Source: an optimization exercise on an open RTL-to-GDS flow (aim: a short achievable clock period and few clock cycles). Production flows keep margins and buffers that such runs may drop. Only simulation tests tie the RTL to the original design; equivalence was not proved. Power figures rest on the tool's default switching activity, not on a simulated workload.

==> inputs of run K <==
==> flow/design.v <==
`default_nettype none
package dma_pkg;
   localparam int NUM_CPUS        = 2;
   localparam int NUM_CH          = 4;
   localparam int ADDR_W          = 22;
   localparam int WORD_W          = 64;
   localparam int HALF_W          = 16;
   localparam int A_W             = 24;
   localparam int HALVES_PER_WORD = 4;
   localparam logic [9:0] OP_WRITE_CA  = 10'o0010;
   localparam logic [9:0] OP_WRITE_CL  = 10'o0011;
   localparam logic [6:0] OP_CHAN_READ = 7'o033;
   localparam int CH_SEL_BASE = 8;
   typedef logic [1:0] ch_idx_t;
   typedef union packed {
      struct packed {
         logic [9:0] op;
         logic [5:0] fld;
      } wr;
      struct packed {
         logic [6:0] op;
         logic [2:0] i;
         logic [5:0] jk;     
      } rd;
   } instr_u;
   typedef struct packed {
      instr_u         instr;
      logic           mon_mode;
      logic           vld;
      logic [A_W-1:0] aj;
      logic [A_W-1:0] ak;
   } cpu_req_t;
   typedef enum logic [1:0] {NONE, WR_CA, WR_CL, RD} cpu_op_e;
   typedef struct packed {
      cpu_op_e           kind;
      logic              is_int;
      ch_idx_t           ch;
      logic              chan_ok;
      logic [ADDR_W-1:0] val;
   } cpu_op_t;
   typedef struct packed {
      logic              req;
      logic              wr;
      logic [ADDR_W-1:0] addr;
      logic [WORD_W-1:0] data;
   } mem_req_t;
   localparam int CPU_REQ_W = 16 + 1 + 1 + 2*A_W;       
   localparam int CPU_OP_W  = 2 + 1 + 2 + 1 + ADDR_W;   
endpackage
`default_nettype wire
`timescale 1ns/1ps
`default_nettype none
module chan_rx #(
   parameter int DEPTH = 4
) (
   input  wire         clk,
   input  wire         rst,
   input  wire [15:0]  i_data,
   input  wire         i_vld,
   output logic        o_rdy,
   input  wire         i_pop,
   output logic        o_avail,
   output logic [63:0] o_head
);
   localparam int PW = $clog2(DEPTH);
   logic [15:0]      h_q;
   logic             take_q;
   logic [47:0]      asm_q;
   logic [1:0]       hc;
   logic [63:0]      fifo [DEPTH];
   logic [PW-1:0]    wp, rp;
   logic [PW:0]      cnt, cnt_n;
   logic             push;
   logic             rdy_i;    
   assign push    = take_q && (hc == 2'd3);
   assign cnt_n   = cnt + (PW+1)'(push) - (PW+1)'(i_pop);
   assign o_avail = (cnt != '0);
   assign o_head  = fifo[rp];
   always_ff @(posedge clk)
   begin
      h_q <= i_data;
      if (take_q)
         asm_q <= {asm_q[31:0], h_q};
      if (push)
         fifo[wp] <= {asm_q, h_q};
   end
   always_ff @(posedge clk)
   begin
      if (rst)
      begin
         take_q <= 1'b0;
         hc     <= '0;
         wp     <= '0;
         rp     <= '0;
         cnt    <= '0;
         o_rdy  <= 1'b0;
         rdy_i  <= 1'b0;
      end
      else
      begin
         take_q <= i_vld && rdy_i;
         if (take_q)
            hc <= hc + 2'd1;
         if (push)
            wp <= wp + PW'(1);
         if (i_pop)
            rp <= rp + PW'(1);
         cnt   <= cnt_n;
         o_rdy <= (cnt_n + (PW+1)'(2) <= (PW+1)'(DEPTH));
         rdy_i <= (cnt + (PW+1)'(push) + (PW+1)'(2) <= (PW+1)'(DEPTH) + (PW+1)'(i_pop));
      end
   end
endmodule
`default_nettype wire
`timescale 1ns/1ps
`default_nettype none
module chan_tx #(
   parameter int DEPTH = 4
) (
   input  wire         clk,
   input  wire         rst,
   input  wire         i_wr,
   input  wire [63:0]  i_word,
   output logic        o_load,
   output logic [15:0] o_data,
   output logic        o_vld,
   input  wire         i_rdy
);
   localparam int PW = $clog2(DEPTH);
   logic [63:0]      sreg;
   logic [1:0]       hc;
   logic [63:0]      fifo [DEPTH];
   logic [PW-1:0]    wp, rp;
   logic [PW:0]      cnt;
   logic             sent;
   logic             busy;     
   assign o_data = sreg[63:48];    
   assign sent   = busy && i_rdy;
   assign o_load = (!busy || (sent && hc == 2'd3)) && (cnt != '0);
   always_ff @(posedge clk)
   begin
      if (i_wr)
         fifo[wp] <= i_word;
      if (rst)
         sreg <= '0;    
      else if (o_load)
         sreg <= fifo[rp];
      else if (sent)
         sreg <= {sreg[47:0], 16'h0};
   end
   always_ff @(posedge clk)
   begin
      if (rst)
      begin
         o_vld <= 1'b0;
         busy  <= 1'b0;
         hc    <= '0;
         wp    <= '0;
         rp    <= '0;
         cnt   <= '0;
      end
      else
      begin
         o_vld <= (o_vld && !(i_rdy && hc == 2'd3)) || (cnt != '0);
         if (o_load)
         begin
            busy  <= 1'b1;
            hc    <= '0;
            rp    <= rp + PW'(1);
         end
         else if (sent)
         begin
            hc <= hc + 2'd1;
            if (hc == 2'd3)
               busy <= 1'b0;
         end
         if (i_wr)
            wp <= wp + PW'(1);
         cnt <= cnt + (PW+1)'(i_wr) - (PW+1)'(o_load);
      end
   end
endmodule
`default_nettype wire
`timescale 1ns/1ps
`default_nettype none
module io_dma #(
   parameter int DI = 4,    
   parameter int DO = 4     
) (
   input  wire         clk,
   input  wire         rst,
   input  wire [15:0]  cpu0_instr,
   input  wire         cpu0_mon,
   input  wire         cpu0_vld,
   input  wire [23:0]  cpu0_aj,
   input  wire [23:0]  cpu0_ak,
   output logic [23:0] cpu0_ai,
   input  wire [15:0]  cpu1_instr,
   input  wire         cpu1_mon,
   input  wire         cpu1_vld,
   input  wire [23:0]  cpu1_aj,
   input  wire [23:0]  cpu1_ak,
   output logic [23:0] cpu1_ai,
   input  wire [15:0]  in0_data,
   input  wire [15:0]  in1_data,
   input  wire [1:0]   in_vld,
   output wire [1:0]   in_rdy,
   output wire [15:0]  out0_data,
   output wire [15:0]  out1_data,
   output wire [1:0]   out_vld,
   input  wire [1:0]   out_rdy,
   output logic        mem_req,
   output logic        mem_wr,
   output logic [21:0] mem_addr,
   output logic [63:0] mem_wdata,
   input  wire         mem_ack,
   input  wire [63:0]  mem_rdata
);
   localparam int OW = $clog2(DO) + 1;
   logic        d0_wca, d0_wcl, d0_rd, d0_any;
   logic        d1_wca, d1_wcl, d1_rd;
   logic        win;
   logic        s_wca, s_wcl, s_rd, s_ok, s_int;
   logic [1:0]  s_ch;
   logic [21:0] s_val;
   assign d0_wca = cpu0_vld && cpu0_mon && (cpu0_instr[15:6] == 10'o0010);
   assign d0_wcl = cpu0_vld && cpu0_mon && (cpu0_instr[15:6] == 10'o0011);
   assign d0_rd  = cpu0_vld && cpu0_mon && (cpu0_instr[15:9] == 7'o033);
   assign d1_wca = cpu1_vld && cpu1_mon && (cpu1_instr[15:6] == 10'o0010);
   assign d1_wcl = cpu1_vld && cpu1_mon && (cpu1_instr[15:6] == 10'o0011);
   assign d1_rd  = cpu1_vld && cpu1_mon && (cpu1_instr[15:9] == 7'o033);
   assign d0_any = d0_wca || d0_wcl || d0_rd;
   always_ff @(posedge clk)
   begin
      win   <= !d0_any;
      s_wca <= !rst && (d0_any ? d0_wca : d1_wca);
      s_wcl <= !rst && (d0_any ? d0_wcl : d1_wcl);
      s_rd  <= !rst && (d0_any ? d0_rd  : d1_rd);
      s_ok  <= d0_any ? (cpu0_aj[23:2] == 22'd2) : (cpu1_aj[23:2] == 22'd2);
      s_ch  <= d0_any ? cpu0_aj[1:0] : cpu1_aj[1:0];
      s_int <= d0_any ? (cpu0_instr[5:0] == 6'd0) : (cpu1_instr[5:0] == 6'd0);
      s_val <= d0_any ? cpu0_ak[21:0] : cpu1_ak[21:0];
   end
   logic [3:0][21:0] ca;       
   logic [3:0][21:0] clm1;     
   logic [3:0][21:0] cl;
   logic [3:0]       more;     
   logic [3:0]       intp;     
   logic [3:0][OW-1:0] res;    
   logic             any_int;
   logic [1:0]       int_idx;
   always_comb
   begin
      any_int = |intp;
      int_idx = 2'd0;
      for (int i = 3; i >= 0; i--)
         if (intp[i])
            int_idx = 2'(i);
   end
   logic [1:0]       rx_avail, rx_pop, tx_load, tx_wr;
   logic [1:0][63:0] rx_head;
   logic [63:0]      rd_q;
   logic             rv_q;
   logic             rch_q;
   chan_rx #(.DEPTH(DI)) u_rx0 (.clk(clk), .rst(rst), .i_data(in0_data), .i_vld(in_vld[0]),
      .o_rdy(in_rdy[0]), .i_pop(rx_pop[0]), .o_avail(rx_avail[0]), .o_head(rx_head[0]));
   chan_rx #(.DEPTH(DI)) u_rx1 (.clk(clk), .rst(rst), .i_data(in1_data), .i_vld(in_vld[1]),
      .o_rdy(in_rdy[1]), .i_pop(rx_pop[1]), .o_avail(rx_avail[1]), .o_head(rx_head[1]));
   assign tx_wr[0] = rv_q && !rch_q;
   assign tx_wr[1] = rv_q &&  rch_q;
   chan_tx #(.DEPTH(DO)) u_tx0 (.clk(clk), .rst(rst), .i_wr(tx_wr[0]), .i_word(rd_q),
      .o_load(tx_load[0]), .o_data(out0_data), .o_vld(out_vld[0]), .i_rdy(out_rdy[0]));
   chan_tx #(.DEPTH(DO)) u_tx1 (.clk(clk), .rst(rst), .i_wr(tx_wr[1]), .i_word(rd_q),
      .o_load(tx_load[1]), .o_data(out1_data), .o_vld(out_vld[1]), .i_rdy(out_rdy[1]));
   logic [3:0]  elig;
   logic [1:0]  last_g;
   logic [3:0]  gsel;          
   logic [3:0]  g_q;           
   logic        g_v;
   logic [1:0]  sv;            
   logic        wptr, rptr;
   logic [1:0]        s_wr_q, s_last_q;
   logic [1:0][1:0]   s_ch_q;
   logic [1:0][21:0]  s_addr_q;
   logic [1:0][63:0]  s_data_q;
   logic        push;
   logic [1:0]  g_idx;
   logic [21:0] g_addr;
   logic        g_last;
   logic [3:0]  lastf;
   assign elig[0] = more[0] && rx_avail[0];
   assign elig[2] = more[2] && rx_avail[1];
   assign elig[1] = more[1] && (res[1] != OW'(DO));
   assign elig[3] = more[3] && (res[3] != OW'(DO));
   always_comb
   begin
      logic [1:0] idx;
      logic [3:0] em;
      em = ((elig & 4'b1010) != '0) ? (elig & 4'b1010) : elig;
      gsel = '0;
      for (int k = 4; k >= 1; k--)
      begin
         idx = last_g + 2'(k);
         if (em[idx])
            gsel = 4'b0001 << idx;
      end
   end
   always_comb
   begin
      g_addr = '0;
      g_last = 1'b0;
      for (int k = 0; k < 4; k++)
      begin
         lastf[k] = (ca[k] == clm1[k]);
         g_addr   = g_addr | ({22{g_q[k]}} & ca[k]);
         g_last   = g_last | (g_q[k] & lastf[k]);
      end
      g_idx = {g_q[3] | g_q[2], g_q[3] | g_q[1]};
   end
   assign push      = g_v && !sv[wptr];
   assign rx_pop[0] = push && g_q[0];
   assign rx_pop[1] = push && g_q[2];
   logic [1:0] m_ch;
   logic       m_last;
   logic       load;
   logic       ack;
   logic m_busy, m_isw;
   assign ack  = m_busy && mem_ack;
   assign load = !m_busy || mem_ack;
   always_ff @(posedge clk)
   begin
      rd_q  <= mem_rdata;
      rch_q <= m_ch[1];
      if (rst)
      begin
         mem_wr    <= 1'b0;
         mem_addr  <= '0;
         mem_wdata <= '0;
      end
      else if (load)
      begin
         mem_wr    <= s_wr_q[rptr];
         mem_addr  <= s_addr_q[rptr];
         mem_wdata <= s_data_q[rptr];
      end
      if (load)
      begin
         m_isw     <= s_wr_q[rptr];
         m_ch      <= s_ch_q[rptr];
         m_last    <= s_last_q[rptr];
      end
      if (push)
      begin
         s_wr_q[wptr]   <= g_q[0] | g_q[2];
         s_addr_q[wptr] <= g_addr;
         s_data_q[wptr] <= g_q[2] ? rx_head[1] : rx_head[0];
         s_ch_q[wptr]   <= g_idx;
         s_last_q[wptr] <= g_last;
      end
      for (int i = 0; i < 4; i++)
         clm1[i] <= cl[i] - 22'd1;
   end
   always_ff @(posedge clk)
   begin
      if (rst)
      begin
         mem_req <= 1'b0;
         m_busy  <= 1'b0;
         rv_q    <= 1'b0;
         sv      <= '0;
         wptr    <= 1'b0;
         rptr    <= 1'b0;
         last_g  <= 2'd3;
         g_v     <= 1'b0;
         g_q     <= '0;
         intp    <= '0;
         more    <= '0;
         res     <= '0;
         for (int i = 0; i < 4; i++)
         begin
            ca[i]   <= '0;
            cl[i]   <= '0;
         end
         cpu0_ai <= '0;
         cpu1_ai <= '0;
      end
      else
      begin
         rv_q <= ack && !m_isw;
         mem_req <= sv[rptr] || (mem_req && !mem_ack);
         if (load)
         begin
            m_busy <= sv[rptr];
            if (sv[rptr])
            begin
               sv[rptr] <= 1'b0;
               rptr     <= !rptr;
            end
         end
         if (!g_v)
         begin
            g_v <= |elig;
            g_q <= gsel;
         end
         else if (push)
            g_v <= 1'b0;
         if (push)
         begin
            sv[wptr] <= 1'b1;
            wptr     <= !wptr;
            last_g   <= g_idx;
            for (int i = 0; i < 4; i++)
               if (g_q[i])
               begin
                  ca[i]   <= ca[i] + 22'd1;
                  more[i] <= !lastf[i];
               end
         end
         for (int p = 0; p < 2; p++)
            res[2*p+1] <= res[2*p+1] + OW'(push && g_q[2*p+1]) - OW'(tx_load[p]);
         for (int i = 0; i < 4; i++)
            if ((ack && m_last && m_ch == 2'(i)) ||
                (intp[i] && !(s_rd && s_int && int_idx == 2'(i))))
               intp[i] <= 1'b1;
            else
               intp[i] <= 1'b0;
         for (int i = 0; i < 4; i++)
         begin
            if (s_ok && s_wca && s_ch == 2'(i))
            begin
               ca[i]   <= s_val;
               more[i] <= (s_val != cl[i]);
            end
            if (s_ok && s_wcl && s_ch == 2'(i))
               cl[i] <= s_val;
         end
         if (s_rd)
         begin
            if (s_int)
            begin
               if (!win) cpu0_ai <= any_int ? 24'(8 + int_idx) : 24'd0;
               else      cpu1_ai <= any_int ? 24'(8 + int_idx) : 24'd0;
            end
            else
            begin
               if (!win) cpu0_ai <= s_ok ? {2'b00, ca[s_ch]} : 24'd0;
               else      cpu1_ai <= s_ok ? {2'b00, ca[s_ch]} : 24'd0;
            end
         end
      end
   end
endmodule
`default_nettype wire
==> flow/run.sh <==
#!/bin/bash
# synth_recipe.tcl (not shown) runs the flow's synth.tcl, then flattens the netlist and writes it again
# the make line also repeats each setting of config.mk as NAME=value (left out here)
make -C /OpenROAD-flow-scripts/flow DESIGN_CONFIG=/design/flow/config.mk WORK_HOME=/design/flow/orfs CLKGATE_MAP_FILE= SYNTH_SCRIPT=/design/flow/synth_recipe.tcl finish
==> flow/config.mk <==
export PLATFORM = sky130hd
export DESIGN_NAME = io_dma
export DESIGN_NICKNAME = io_dma
export VERILOG_FILES = /design/flow/design.v
export SDC_FILE = /design/flow/constraint.sdc
export NUM_CORES = 4
export LEC_CHECK = 0
export ABC_CLOCK_PERIOD_IN_PS = 2000
export CAP_MARGIN = 20
export CORE_MARGIN = 2
export CORE_UTILIZATION = 55
export CTS_CLUSTER_DIAMETER = 120
export CTS_CLUSTER_SIZE = 22
export SETUP_SLACK_MARGIN = 4.0
export SLEW_MARGIN = 20
==> flow/constraint.sdc <==
create_clock -name core_clock -period 6.0 [get_ports {clk}]
set_input_delay 1.2000 -clock core_clock [delete_from_list [all_inputs] [get_ports {clk}]]
set_output_delay 1.2000 -clock core_clock [all_outputs]
set_load 0.01 [all_outputs]
==> run A: changes against run K <==
==> flow/design.v, changed modules only <==
module chan_rx #(
   parameter int DEPTH = 4
) (
   input  wire         clk,
   input  wire         rst,
   input  wire [15:0]  i_data,
   input  wire         i_vld,
   output logic        o_rdy,
   input  wire         i_pop,
   output logic        o_avail,
   output logic [63:0] o_head
);
   localparam int PW = $clog2(DEPTH);
   logic [15:0]      h_q;
   logic             take_q;
   logic [47:0]      asm_q;
   logic [1:0]       hc;
   logic [63:0]      fifo [DEPTH];
   logic [PW-1:0]    wp, rp;
   logic [PW:0]      cnt, cnt_n;
   logic             push;
   assign push    = take_q && (hc == 2'd3);
   assign cnt_n   = cnt + (PW+1)'(push) - (PW+1)'(i_pop);
   assign o_avail = (cnt != '0);
   assign o_head  = fifo[rp];
   always_ff @(posedge clk)
   begin
      h_q <= i_data;
      if (take_q)
         asm_q <= {asm_q[31:0], h_q};
      if (push)
         fifo[wp] <= {asm_q, h_q};
   end
   always_ff @(posedge clk)
   begin
      if (rst)
      begin
         take_q <= 1'b0;
         hc     <= '0;
         wp     <= '0;
         rp     <= '0;
         cnt    <= '0;
         o_rdy  <= 1'b0;
      end
      else
      begin
         take_q <= i_vld && o_rdy;
         if (take_q)
            hc <= hc + 2'd1;
         if (push)
            wp <= wp + PW'(1);
         if (i_pop)
            rp <= rp + PW'(1);
         cnt   <= cnt_n;
         o_rdy <= (cnt_n + (PW+1)'(2) <= (PW+1)'(DEPTH));
      end
   end
endmodule
module chan_tx #(
   parameter int DEPTH = 4
) (
   input  wire         clk,
   input  wire         rst,
   input  wire         i_wr,
   input  wire [63:0]  i_word,
   output logic        o_load,
   output logic [15:0] o_data,
   output logic        o_vld,
   input  wire         i_rdy
);
   localparam int PW = $clog2(DEPTH);
   logic [63:0]      sreg;
   logic [1:0]       hc;
   logic [63:0]      fifo [DEPTH];
   logic [PW-1:0]    wp, rp;
   logic [PW:0]      cnt;
   logic             sent;
   assign o_data = sreg[63:48];    
   assign sent   = o_vld && i_rdy;
   assign o_load = (!o_vld || (sent && hc == 2'd3)) && (cnt != '0);
   always_ff @(posedge clk)
   begin
      if (i_wr)
         fifo[wp] <= i_word;
      if (o_load)
         sreg <= fifo[rp];
      else if (sent)
         sreg <= {sreg[47:0], 16'h0};
   end
   always_ff @(posedge clk)
   begin
      if (rst)
      begin
         o_vld <= 1'b0;
         hc    <= '0;
         wp    <= '0;
         rp    <= '0;
         cnt   <= '0;
      end
      else
      begin
         if (o_load)
         begin
            o_vld <= 1'b1;
            hc    <= '0;
            rp    <= rp + PW'(1);
         end
         else if (sent)
         begin
            hc <= hc + 2'd1;
            if (hc == 2'd3)
               o_vld <= 1'b0;
         end
         if (i_wr)
            wp <= wp + PW'(1);
         cnt <= cnt + (PW+1)'(i_wr) - (PW+1)'(o_load);
      end
   end
endmodule
module io_dma #(
   parameter int DI = 4,    
   parameter int DO = 4     
) (
   input  wire         clk,
   input  wire         rst,
   input  wire [15:0]  cpu0_instr,
   input  wire         cpu0_mon,
   input  wire         cpu0_vld,
   input  wire [23:0]  cpu0_aj,
   input  wire [23:0]  cpu0_ak,
   output logic [23:0] cpu0_ai,
   input  wire [15:0]  cpu1_instr,
   input  wire         cpu1_mon,
   input  wire         cpu1_vld,
   input  wire [23:0]  cpu1_aj,
   input  wire [23:0]  cpu1_ak,
   output logic [23:0] cpu1_ai,
   input  wire [15:0]  in0_data,
   input  wire [15:0]  in1_data,
   input  wire [1:0]   in_vld,
   output wire [1:0]   in_rdy,
   output wire [15:0]  out0_data,
   output wire [15:0]  out1_data,
   output wire [1:0]   out_vld,
   input  wire [1:0]   out_rdy,
   output logic        mem_req,
   output logic        mem_wr,
   output logic [21:0] mem_addr,
   output logic [63:0] mem_wdata,
   input  wire         mem_ack,
   input  wire [63:0]  mem_rdata
);
   localparam int OW = $clog2(DO) + 1;
   logic [1:0]        q_wca, q_wcl, q_rd, q_ok, q_int;
   logic [1:0][1:0]   q_ch;
   logic [1:0][21:0]  q_val;
   always_ff @(posedge clk)
   begin
      q_wca[0] <= !rst && cpu0_vld && cpu0_mon && (cpu0_instr[15:6] == 10'o0010);
      q_wcl[0] <= !rst && cpu0_vld && cpu0_mon && (cpu0_instr[15:6] == 10'o0011);
      q_rd[0]  <= !rst && cpu0_vld && cpu0_mon && (cpu0_instr[15:9] == 7'o033);
      q_ok[0]  <= (cpu0_aj[23:2] == 22'd2);
      q_ch[0]  <= cpu0_aj[1:0];
      q_val[0] <= cpu0_ak[21:0];
      q_int[0] <= (cpu0_instr[5:0] == 6'd0);
      q_wca[1] <= !rst && cpu1_vld && cpu1_mon && (cpu1_instr[15:6] == 10'o0010);
      q_wcl[1] <= !rst && cpu1_vld && cpu1_mon && (cpu1_instr[15:6] == 10'o0011);
      q_rd[1]  <= !rst && cpu1_vld && cpu1_mon && (cpu1_instr[15:9] == 7'o033);
      q_ok[1]  <= (cpu1_aj[23:2] == 22'd2);
      q_ch[1]  <= cpu1_aj[1:0];
      q_val[1] <= cpu1_ak[21:0];
      q_int[1] <= (cpu1_instr[5:0] == 6'd0);
   end
   logic        win;
   logic        s_wca, s_wcl, s_rd, s_ok, s_int;
   logic [1:0]  s_ch;
   logic [21:0] s_val;
   assign win   = !(q_wca[0] || q_wcl[0] || q_rd[0]);
   assign s_wca = q_wca[win];
   assign s_wcl = q_wcl[win];
   assign s_rd  = q_rd[win];
   assign s_ok  = q_ok[win];
   assign s_int = q_int[win];
   assign s_ch  = q_ch[win];
   assign s_val = q_val[win];
   logic [3:0][21:0] ca;       
   logic [3:0][21:0] clm1;     
   logic [3:0][21:0] cl;
   logic [3:0]       more;     
   logic [3:0]       intp;     
   logic [3:0][OW-1:0] res;    
   logic             any_int;
   logic [1:0]       int_idx;
   always_comb
   begin
      any_int = |intp;
      int_idx = 2'd0;
      for (int i = 3; i >= 0; i--)
         if (intp[i])
            int_idx = 2'(i);
   end
   logic [1:0]       rx_avail, rx_pop, tx_load, tx_wr;
   logic [1:0][63:0] rx_head;
   logic [63:0]      rd_q;
   logic             rv_q;
   logic             rch_q;
   chan_rx #(.DEPTH(DI)) u_rx0 (.clk(clk), .rst(rst), .i_data(in0_data), .i_vld(in_vld[0]),
      .o_rdy(in_rdy[0]), .i_pop(rx_pop[0]), .o_avail(rx_avail[0]), .o_head(rx_head[0]));
   chan_rx #(.DEPTH(DI)) u_rx1 (.clk(clk), .rst(rst), .i_data(in1_data), .i_vld(in_vld[1]),
      .o_rdy(in_rdy[1]), .i_pop(rx_pop[1]), .o_avail(rx_avail[1]), .o_head(rx_head[1]));
   assign tx_wr[0] = rv_q && !rch_q;
   assign tx_wr[1] = rv_q &&  rch_q;
   chan_tx #(.DEPTH(DO)) u_tx0 (.clk(clk), .rst(rst), .i_wr(tx_wr[0]), .i_word(rd_q),
      .o_load(tx_load[0]), .o_data(out0_data), .o_vld(out_vld[0]), .i_rdy(out_rdy[0]));
   chan_tx #(.DEPTH(DO)) u_tx1 (.clk(clk), .rst(rst), .i_wr(tx_wr[1]), .i_word(rd_q),
      .o_load(tx_load[1]), .o_data(out1_data), .o_vld(out_vld[1]), .i_rdy(out_rdy[1]));
   logic [3:0]  elig;
   logic [1:0]  last_g;
   logic [3:0]  gsel;          
   logic [3:0]  g_q;           
   logic        g_v;
   logic [1:0]  sv;            
   logic        wptr, rptr;
   logic [1:0]        s_wr_q, s_last_q;
   logic [1:0][1:0]   s_ch_q;
   logic [1:0][21:0]  s_addr_q;
   logic [1:0][63:0]  s_data_q;
   logic        push;
   logic [1:0]  g_idx;
   logic [21:0] g_addr;
   logic        g_last;
   logic [3:0]  lastf;
   assign elig[0] = more[0] && rx_avail[0];
   assign elig[2] = more[2] && rx_avail[1];
   assign elig[1] = more[1] && (res[1] != OW'(DO));
   assign elig[3] = more[3] && (res[3] != OW'(DO));
   always_comb
   begin
      logic [1:0] idx;
      gsel = '0;
      for (int k = 4; k >= 1; k--)
      begin
         idx = last_g + 2'(k);
         if (elig[idx])
            gsel = 4'b0001 << idx;
      end
   end
   always_comb
   begin
      g_addr = '0;
      g_last = 1'b0;
      for (int k = 0; k < 4; k++)
      begin
         lastf[k] = (ca[k] == clm1[k]);
         g_addr   = g_addr | ({22{g_q[k]}} & ca[k]);
         g_last   = g_last | (g_q[k] & lastf[k]);
      end
      g_idx = {g_q[3] | g_q[2], g_q[3] | g_q[1]};
   end
   assign push      = g_v && !sv[wptr];
   assign rx_pop[0] = push && g_q[0];
   assign rx_pop[1] = push && g_q[2];
   logic [1:0] m_ch;
   logic       m_last;
   logic       load;
   logic       ack;
   assign ack  = mem_req && mem_ack;
   assign load = !mem_req || mem_ack;
   always_ff @(posedge clk)
   begin
      rd_q  <= mem_rdata;
      rch_q <= m_ch[1];
      if (load)
      begin
         mem_wr    <= s_wr_q[rptr];
         mem_addr  <= s_addr_q[rptr];
         mem_wdata <= s_data_q[rptr];
         m_ch      <= s_ch_q[rptr];
         m_last    <= s_last_q[rptr];
      end
      if (push)
      begin
         s_wr_q[wptr]   <= g_q[0] | g_q[2];
         s_addr_q[wptr] <= g_addr;
         s_data_q[wptr] <= g_q[2] ? rx_head[1] : rx_head[0];
         s_ch_q[wptr]   <= g_idx;
         s_last_q[wptr] <= g_last;
      end
      for (int i = 0; i < 4; i++)
         clm1[i] <= cl[i] - 22'd1;
   end
   always_ff @(posedge clk)
   begin
      if (rst)
      begin
         mem_req <= 1'b0;
         rv_q    <= 1'b0;
         sv      <= '0;
         wptr    <= 1'b0;
         rptr    <= 1'b0;
         last_g  <= 2'd3;
         g_v     <= 1'b0;
         g_q     <= '0;
         intp    <= '0;
         more    <= '0;
         res     <= '0;
         for (int i = 0; i < 4; i++)
         begin
            ca[i]   <= '0;
            cl[i]   <= '0;
         end
         cpu0_ai <= '0;
         cpu1_ai <= '0;
      end
      else
      begin
         rv_q <= ack && !mem_wr;
         if (load)
         begin
            mem_req <= sv[rptr];
            if (sv[rptr])
            begin
               sv[rptr] <= 1'b0;
               rptr     <= !rptr;
            end
         end
         if (!g_v)
         begin
            g_v <= |elig;
            g_q <= gsel;
         end
         else if (push)
            g_v <= 1'b0;
         if (push)
         begin
            sv[wptr] <= 1'b1;
            wptr     <= !wptr;
            last_g   <= g_idx;
            for (int i = 0; i < 4; i++)
               if (g_q[i])
               begin
                  ca[i]   <= ca[i] + 22'd1;
                  more[i] <= !lastf[i];
               end
         end
         for (int p = 0; p < 2; p++)
            res[2*p+1] <= res[2*p+1] + OW'(push && g_q[2*p+1]) - OW'(tx_load[p]);
         for (int i = 0; i < 4; i++)
            if ((ack && m_last && m_ch == 2'(i)) ||
                (intp[i] && !(s_rd && s_int && int_idx == 2'(i))))
               intp[i] <= 1'b1;
            else
               intp[i] <= 1'b0;
         if (s_ok && s_wca)
         begin
            ca[s_ch]   <= s_val;
            more[s_ch] <= (s_val != cl[s_ch]);
         end
         if (s_ok && s_wcl)
            cl[s_ch] <= s_val;
         if (s_rd)
         begin
            if (s_int)
            begin
               if (!win) cpu0_ai <= any_int ? 24'(8 + int_idx) : 24'd0;
               else      cpu1_ai <= any_int ? 24'(8 + int_idx) : 24'd0;
            end
            else
            begin
               if (!win) cpu0_ai <= s_ok ? {2'b00, ca[s_ch]} : 24'd0;
               else      cpu1_ai <= s_ok ? {2'b00, ca[s_ch]} : 24'd0;
            end
         end
      end
   end
endmodule
==> flow/config.mk (replaced) <==
export PLATFORM = sky130hd
export DESIGN_NAME = io_dma
export DESIGN_NICKNAME = io_dma
export VERILOG_FILES = /design/flow/design.v
export SDC_FILE = /design/flow/constraint.sdc
export NUM_CORES = 4
export LEC_CHECK = 0
export ABC_CLOCK_PERIOD_IN_PS = 2500
export CAP_MARGIN = 20
export CORE_MARGIN = 2
export CORE_UTILIZATION = 40
export SETUP_SLACK_MARGIN = 3.5
export SLEW_MARGIN = 20
==> notes <==
In run K the clock power is smaller than in run A, by about 40%.
Between run A and run K, the lower cell count is in run K (gap about 5.3%, measured against run K).
Run K produced a clean layout. Run A finished clean.
In run K the hold slack is worse than in run A, by 0.059 ns.
Against run K, the via count of run A is smaller by about 4%.
Between run K and run A, the lower non-clock buffer count is in run K (gap 19).
==> figures <==
Run status: run K complete, no violations; run A complete, no violations
Worst Max-Slew Pin Slew: run K 0.9266 ns; run A 1.268 ns
Layout-to-synthesis area ratio: run K 1.1759x; run A 1.2470x
Area taken by multi-input logic gates: run K 24520 µm²; run A 24240 µm²
TAP cells: run K 1890; run A 2640
Proportion of final cell area spent on non-clock buffers: run K 8.115%; run A 7.372%
Std-Cell Rows: run K 138; run A 163
Fraction of area in multi-input gates: run K 26.64%; run A 24.56%
CP Capture Point: run K in_rdy[0]; run A more[3]
Sum of net half-perimeters after detailed placement: run K 129300 µm; run A 135200 µm
Hold_sp: run K m_isw; run A u_rx0.h_q[6]
Testbench counts of run K, summed over its fixed seeds: cycles 3,224.
Testbench counts of run A, summed over its fixed seeds: cycles 3,237.

==> what the ideal ports hide <==
How much do the figures lean on ideal ports? The routed layouts below were timed once more, with nothing changed but the port constraints.
Step 1, drivers: a clkbuf_16 drives clk and a buf_2 each remaining input, both assumed.
Step 2 moves the port delays by t, midway between the first and last clock arrival at a register: inputs arrive t later, outputs are due t later. That takes back most of the time a late clock gives input paths.
a / b / c = ideal ports / drivers / drivers and shift; a / b = the first two.
run	t, ns	slack for setup (ns)	hold WS [ns]	clock arrival spread, ns
run K	0.834	3.487 / 3.405 / 2.992	0.410 / 0.410 / 0.410	0.051 / 0.051
run A	0.929	2.814 / 2.814 / 2.603	0.469 / 0.469 / 0.469	0.084 / 0.085
After both steps every run listed still meets setup and hold. For run K, which loses most, drivers alone change the setup slack by -0.082 ns; drivers and shift together by -0.495 ns.
